From an optimization exercise on the open Yosys and OpenROAD flow, aimed at small area; shortcuts taken in it are not production practice. Only simulation tests tie the RTL to the original design; equivalence was not proved. The clock port is modelled as an ideal driver; clocking choices that lean on that would not hold on a real chip. Power is estimated from default activity; no workload was simulated.

==> flow/flow/run.sh <==
#!/bin/bash
# The standard layout, with two changes: the ports get the smallest buffer
# (sky130 buf_1) instead of the one buffer_ports picks by default, and clock
# tree synthesis inserts no dummy loads; after it, a leaf clock buffer whose
# flip-flops would see a slow clock edge is upsized (flow/fix_clk.tcl).
# Every other step is the standard flow's own.
set -euo pipefail
cd "$(dirname "$0")/.."
bash standard.sh \
  "BUFFER_PORTS_ARGS=-buffer_cell sky130_fd_sc_hd__buf_1" \
  "CTS_ARGS=-sink_clustering_enable -repair_clock_nets -dont_use_dummy_load -buf_list sky130_fd_sc_hd__clkbuf_4 -sink_clustering_size 12 -sink_clustering_max_diameter 35" \
  "POST_CTS_TCL=$PWD/flow/fix_clk.tcl" \
  finish > standard.log 2>&1
==> flow/flow/fix_clk.tcl <==
# Runs at the end of clock tree synthesis (ORFS's POST_CTS_TCL hook).
# A leaf clock buffer whose flip-flop clock pins see a slow edge under the
# placement's estimated parasitics is replaced by the next stronger clock
# buffer, then the placement is legalised again.
set limit_ps 116
estimate_parasitics -placement
set slow [dict create]
foreach pin [all_registers -clock_pins -edge_triggered] {
  set worst 0
  foreach edge {rise fall} {
    foreach a {min max} {
      set s [get_property $pin slew_${a}_$edge]
      set worst [expr {max($worst, [sta::time_ui_sta $s] * 1e12)}]
    }
  }
  if {$worst > $limit_ps} {
    foreach drv [get_pins -of_objects [get_nets -of_objects $pin] -filter "direction==output"] {
      dict set slow [get_full_name [get_cells -of_objects $drv]] $worst
    }
  }
}
foreach name [dict keys $slow] {
  set inst [get_cells $name]
  if {[get_property $inst ref_name] eq "sky130_fd_sc_hd__clkbuf_4"} {
    puts "fix_clk: $name [format %.1f [dict get $slow $name]] ps -> sky130_fd_sc_hd__clkbuf_8"
    replace_cell $inst sky130_fd_sc_hd__clkbuf_8
  }
}
detailed_placement
check_placement -verbose
estimate_parasitics -placement
==> flow/standard.sh <==
#!/bin/bash
# synth_recipe.tcl (not shown) runs the flow's synth.tcl, then flattens the netlist and writes it again
# the make line also repeats each setting of config.mk as NAME=value (left out here)
make -C /OpenROAD-flow-scripts/flow DESIGN_CONFIG=/design/flow/config.mk WORK_HOME=/design/flow/orfs CLKGATE_MAP_FILE= SYNTH_SCRIPT=/design/flow/synth_recipe.tcl "${@:-finish}"
==> flow/config.mk <==
export PLATFORM = sky130hd
export DESIGN_NAME = mvm_host_ctrl
export DESIGN_NICKNAME = mvm_host_ctrl
export VERILOG_FILES = /design/flow/design.v
export SDC_FILE = /design/flow/constraint.sdc
export NUM_CORES = 4
export LEC_CHECK = 0
export CAP_MARGIN = 20
export CORE_MARGIN = 2
export CORE_UTILIZATION = 85
export SLEW_MARGIN = 20
==> flow/constraint.sdc <==
create_clock -name core_clock -period 5.0 [get_ports {clk}]
set_input_delay 1.0000 -clock core_clock [delete_from_list [all_inputs] [get_ports {clk}]]
set_output_delay 1.0000 -clock core_clock [all_outputs]
set_load 0.01 [all_outputs]
==> flow/design.v <==
module mvm_host_ctrl #(
   parameter int k       = 8,
   parameter int b       = 8,
   parameter int timeout = 4096
) (
   input  logic                  clk,
   input  logic                  reset,
   input  logic                  cmd_valid,
   output logic                  cmd_ready,
   input  logic [1:0]            cmd_mode,
   input  logic                  in_valid,
   output logic                  in_ready,
   input  logic signed [b-1:0]   in_data,
   output logic                  loadMatrix,
   output logic                  loadVector,
   output logic                  start,
   output logic signed [b-1:0]   data_in,
   input  logic                  done,
   input  logic signed [2*b-1:0] data_out,
   output logic                  res_valid,
   input  logic                  res_ready,
   output logic signed [2*b-1:0] res_data,
   output logic                  res_last,
   output logic                  busy,
   output logic                  err
);
   localparam int NW = k*k + k;       
   localparam int TW = $clog2(timeout);
   typedef enum logic [3:0] {
      S_IDLE    = 4'd0,
      S_ERR     = 4'd1,    
      S_FILL    = 4'd2,
      S_LOAD1   = 4'd3,
      S_STREAM1 = 4'd4,
      S_LOAD2   = 4'd5,
      S_STREAM2 = 4'd6,
      S_START   = 4'd7,
      S_WAIT    = 4'd8,
      S_CAPTURE = 4'd9,
      S_DRAIN   = 4'd10
   } state_t;
   state_t           state_q, state_d;
   logic [1:0]       mode_q;
   logic [TW-1:0]    cnt_q, cnt_d;
   logic [8*NW-1:0]  ch_q;            
   logic             en;
   wire idle    = (state_q == S_IDLE) || (state_q == S_ERR);
   wire fill    = (state_q == S_FILL);
   wire stream  = (state_q == S_STREAM1) || (state_q == S_STREAM2);
   wire capture = (state_q == S_CAPTURE);
   wire drain   = (state_q == S_DRAIN);
   wire waiting = (state_q == S_WAIT);
   wire c_71   = cnt_q[6] & (&cnt_q[2:0]);
   wire c_63   = &cnt_q[5:0];
   wire c_7    = &cnt_q[2:0];
   wire c_tmo  = &cnt_q[TW-1:1];      
   wire fill_last = mode_q[1] ? (mode_q[0] ? c_7 : c_63) : c_71;
   wire first_last = mode_q[0] ? c_7 : c_63;
   always_comb begin
      state_d = state_q;
      case (state_q)
         S_IDLE, S_ERR: if (cmd_valid) state_d = S_FILL;
                        else           state_d = S_IDLE;
         S_FILL:    if (in_valid && fill_last) state_d = S_LOAD1;
         S_LOAD1:   state_d = S_STREAM1;
         S_STREAM1: if (first_last) begin
                       if (mode_q[1]) state_d = S_START;
                       else           state_d = S_LOAD2;
                    end
         S_LOAD2:   state_d = S_STREAM2;
         S_STREAM2: if (c_71) state_d = S_START;
         S_START:   state_d = S_WAIT;
         S_WAIT:    if (done) state_d = S_CAPTURE;
                    else if (c_tmo) state_d = S_ERR;
         S_CAPTURE: if (c_7) state_d = S_DRAIN;
         S_DRAIN:   if (res_ready && c_7) state_d = S_IDLE;
         default:   state_d = S_IDLE;
      endcase
   end
   wire sh_in  = (fill && in_valid) || stream;
   wire sh_res = capture || (drain && res_ready);
   assign en = sh_in || sh_res || idle || waiting || (state_q == S_START);
   wire c_clr = idle || (state_q == S_LOAD1) || (state_q == S_START) || (waiting && done);
   wire c_inc = en;
   always_comb begin
      if (c_clr) cnt_d = '0;
      else       cnt_d = cnt_q + TW'(c_inc);
   end
   always_ff @(posedge clk) begin
      if (reset) state_q <= S_IDLE;
      else       state_q <= state_d;
      cnt_q <= cnt_d;
      if (idle) mode_q <= cmd_mode;
   end
   wire hold = (state_q == S_LOAD1) || (state_q == S_LOAD2)
               || (fill && !in_valid) || (drain && !res_ready);
   logic pol_q;
   always_ff @(posedge clk) begin
      if (reset) pol_q <= 1'b0;
      else       pol_q <= !pol_q;
   end
   wire [7:0] pol8  = {8{pol_q}};
   wire [7:0] hi_p  = data_out[15:8] ^ pol8;
   always_ff @(posedge clk) begin
      ch_q[7:0]                <= ({8{sh_in}} & in_data)
                                | ({8{sh_res}} & data_out[7:0])
                                | ({8{hold}} & ch_q[7:0]);
      ch_q[15:8]               <= ~(((ch_q[7:0] ^ pol8) | {8{hold}})
                                  & (ch_q[15:8] | {8{en}}));
      ch_q[8*k-1:16]           <= ~((ch_q[8*k-9:8] | {8*(k-2){hold}})
                                  & (ch_q[8*k-1:16] | {8*(k-2){en}}));
      ch_q[8*k +: 8]           <= ~(({8{sh_in}} & ch_q[8*(k-1) +: 8])
                                  | ({8{sh_res}} & hi_p)
                                  | ({8{hold}} & ch_q[8*k +: 8]));
      ch_q[8*NW-1:8*(k+1)]     <= ~((ch_q[8*NW-9:8*k] | {8*(NW-k-1){hold}})
                                  & (ch_q[8*NW-1:8*(k+1)] | {8*(NW-k-1){en}}));
   end
   wire t_all = stream && !mode_q[1];
   wire t_mat = stream && (mode_q == 2'd2);
   wire t_vec = stream && (mode_q == 2'd3);
   assign cmd_ready  = idle;
   assign busy       = !idle;
   assign in_ready   = fill;
   assign err        = (state_q == S_ERR);
   assign start      = (state_q == S_START);
   assign loadMatrix = ((state_q == S_LOAD1) && !mode_q[0]) || ((state_q == S_LOAD2) &&  mode_q[0]);
   assign loadVector = ((state_q == S_LOAD1) &&  mode_q[0]) || ((state_q == S_LOAD2) && !mode_q[0]);
   assign data_in    = (({8{t_all}} & ch_q[8*(NW-1) +: 8])
                      | ({8{t_mat}} & ch_q[8*(k*k-1) +: 8])
                      | ({8{t_vec}} & ch_q[8*(k-1) +: 8])) ^ {8{stream && pol_q}};
   assign res_valid  = drain;
   assign res_data   = {ch_q[8*(2*k-1) +: 8], ch_q[8*(k-1) +: 8]} ^ {2{pol8}};
   assign res_last   = drain && c_7;
endmodule
==> run notes <==
-- routing by layer --
layer	GRT usage [%]	routed length (µm)	share of wire [%]	vias up
li1	-	-	-	5782
met1	39.2	14200	44	5629
met2	47.6	15800	49	298
met3	4.41	1380	4.3	62
met4	9.33	697	2.2	0
met5	0	0	0	-
-- flip-flops by register name (all words and copies together) (netlist names) --
signal   count
state_q      4
mode_q       2
cnt_q       12
ch_q       576
pol_q        1
-- logic make-up after synthesis --
kind of cell               share of synthesized area [%]
buffers and inverters                               4.65
and+or+nand+nor                                     2.31
adders and majority gates                          0.214
muxes                                              0.520
AOI/OAI and AO/OA                                   21.8
xor gates and xnor gates                            2.59
DFF                                                 67.9
-- worst reg2reg max path, delay by kind of cell, from the launching register on --
kind,cells,cell delay (ns)
AOI/OAI and AO/OA,4,1.19
buffers and inverters,1,0.61
DFF,1,0.67
and+or+nand+nor,1,0.30
-- layout by cell type, fill, tap and decap left out, types with 3 or more instances in the layout --
cell      Yosys  routed
a21oi_1      16      16
clkbuf_8      0       5
mux2i_1       8       8
dfxtp_1     593     592
nor3_1        5       5
buf_4        38       6
nand2_1      13      13
nand4_1       4       4
xnor2_1      13      13
clkbuf_4      0      54
o21ai_0       4       4
nand3_1       7       7
nor2_1       45      45
a222oi_1     16      16
o22ai_1     562     561
buf_1         3      64
nor2b_1       4       4
inv_1        13      13
buf_12        0       7
xor2_1       39      39
ha_1          3       3
-- final cells by class --
| type | count | area, µm² | share of cell area, % |
|---|---|---|---|
| inverters | 15 | 56.3 | 0.311 |
| repair buffers | 77 | 425 | 2.35 |
| multi-input cells | 759 | 4860 | 26.9 |
| well taps | 270 | 338 | 1.87 |
| clock buffers | 59 | 474 | 2.62 |
| flip-flops and latches | 595 | 11900 | 66.0 |
| diodes | 1 | 2.50 | 0.0138 |
-- report_power, final --
| part | switching, mW | internal [mW] | leakage, nW | total (mW) |
|---|---|---|---|---|
| Sequential | 1.47 | 7.15 | 5.01 | 8.62 |
| Clock | 1.32 | 0.584 | 0.284 | 1.91 |
| Combinational | 1.08 | 1.02 | 1.49 | 2.10 |
-- Yosys cell counts, drive strengths merged, types with 3 or more instances --
cell type and count:
a21oi 16, a222oi 16, buf 110, clkbuf 32
dfxtp 593, ha 3, inv 15, mux2i 8
nand2 13, nand3 7, nand4 4, nor2 45
nor2b 4, nor3 5, o21ai 6, o22ai 562
xnor2 13, xor2 39
-- final timing paths --
kind	startpoint	endpoint	slack [ns]	cells after the start
worst max-delay path	pol_q$_SDFF_PP0_	res_data[15]	1.64	3
worst min-delay path	ch_q[42]$_DFF_P_	ch_q[50]$_DFF_P_	0.40	1
worst max register to register	state_q[2]$_SDFFE_PP0P_	ch_q[70]$_DFF_P_	2.11	6
worst min register to register	ch_q[42]$_DFF_P_	ch_q[50]$_DFF_P_	0.40	1
==> metrics.yaml <==
run_status:
  status: "finished clean"
place:
  place_inst: 1716
  portBuffers: 64
  place_ws_ns: 1.77
  dpl_cell_area_um2: 17600
  post-dp-hpwl_mm: 19.5
  place_congestion: 0.825
sta:
  postLayoutSetupSlackWorst_ns: 1.64
  max_freq_mhz: 297
  tightest_slew_ns: 1.00
  grt_setup_unrepaired: "false"
  relSlewSlack_pct: 33.1
  clock_skew_ns: 0.0638
  fin_hold_ws_ns: 0.398
  final.min_clock_period_ns: 3.36
  slew_violations: 0
  min_period_over_period_pct: 67.2
  setup_violations: 0
  tns_ns: 0
  hold_viol_final: 0
yosys:
  ys_seq_area_share_pct: 67.9
  yosys.cell_types.count: 38
  yosys_most_used_dff: "dfxtp_1"
  synth_edf_count: 2
  syn_area_per_cell_um2: 11.6
  yosysTopAreaCellShare_pct: 67.5
  synth_area_um2: 17600
  ys_ff_latch: 595
  synth_warnings: 1
  synthCells: 1511
  synth_area_leaders: "dfxtp_1, o22ai_1, buf_2"
  synth_nets: 1546
  yosysTopAreaCell: "dfxtp_1"
  async_reset_ff_share_pct: 0
drt:
  drtIter0Drc: 1030
  antenna_left: 0
  post_drt_wl_per_cell_um: 18.0
  vias_per_cell: 6.63
  drc: 0
  drt_pass1_iterations: 7
  vias: 11771
  wl_mm: 32.0
clocking:
  clkTransAtPathRegs_ns: 0.12
  clock_latency_ns: 0.72
  cts_tree: "yes"
  cts.sinks: 595
setup_path:
  crit_family: "flip-flops"
  required_ns: 4.00
  cp-end-kind: "primary output"
  crit_chain: "buf_4, xor2_1, buf_1"
  worstSetupPathType: "reg -> out"
  crit_fanout: 22
  crit_path_top_delay_cell: "dfxtp_2"
  worstPathArrival_ns: 2.36
  critPathLaunchType: "flip-flop"
  critPathMaxStageDelay_ns: 0.75
  critPathBufInv: 2
global_routing:
  antenna_found_initial: 1
  grt_pass1_vias: 11156
  grt_max_degree: 221
  grt_pass1_wl_mm: 52.2
  grt-ovfl-total: 0
  grtUsageTotal_pct: 28.6
worst_hold_path:
  hp-class: "reg -> reg"
floorplanning:
  initial_core_util_pct: 86.9
  die_h_um: 148
  die_area_um2: 21800
  core-area_um2: 20200
  die_w_um: 148
  io-pin-count: 65
  num_rows: 52
finish:
  syn_to_final_growth_pct: 2.87
  drive_above_1_share_pct: 5.25
  final_nets: 1542
  final_cells: 1776
  post-route-util_pct: 89.4
  final_area_um2: 18100
  fillerInstances: 945
pwr:
  power_density_nw_per_um2: 698
  peakVddDrop_mv: 0.548
  power_mw: 12.6
  p_leak_nw: 6.79
run:
  maxCapViolCount: 0

[afterwards: timing with drivers on the ports]
How much do the figures lean on ideal ports? The routed layout below was timed once more, with nothing changed but the port constraints.
Step 1 sets driving cells, clkbuf_16 on the clock port and buf_2 on the other inputs (assumed; they add their load-dependent delay and slew).
Step 2 times the ports against the registers' clock, not the clock port: input delays grow and output delays shrink by t, the midpoint of the rising clock arrivals with the driver on.
Three values: no drivers, after step 1, after step 2; two values: the first two.
shift t [ns]: 0.728
setup WS [ns]: 1.638 / 1.595 / 1.689
hold slack, ns: 0.398 / 0.398 / 0.398
worst register clock-pin slew, ns: 0.12 / 0.12
After both steps this run still meets setup and hold. For this run, drivers alone change the setup slack by -0.043 ns; drivers and shift together by +0.051 ns.
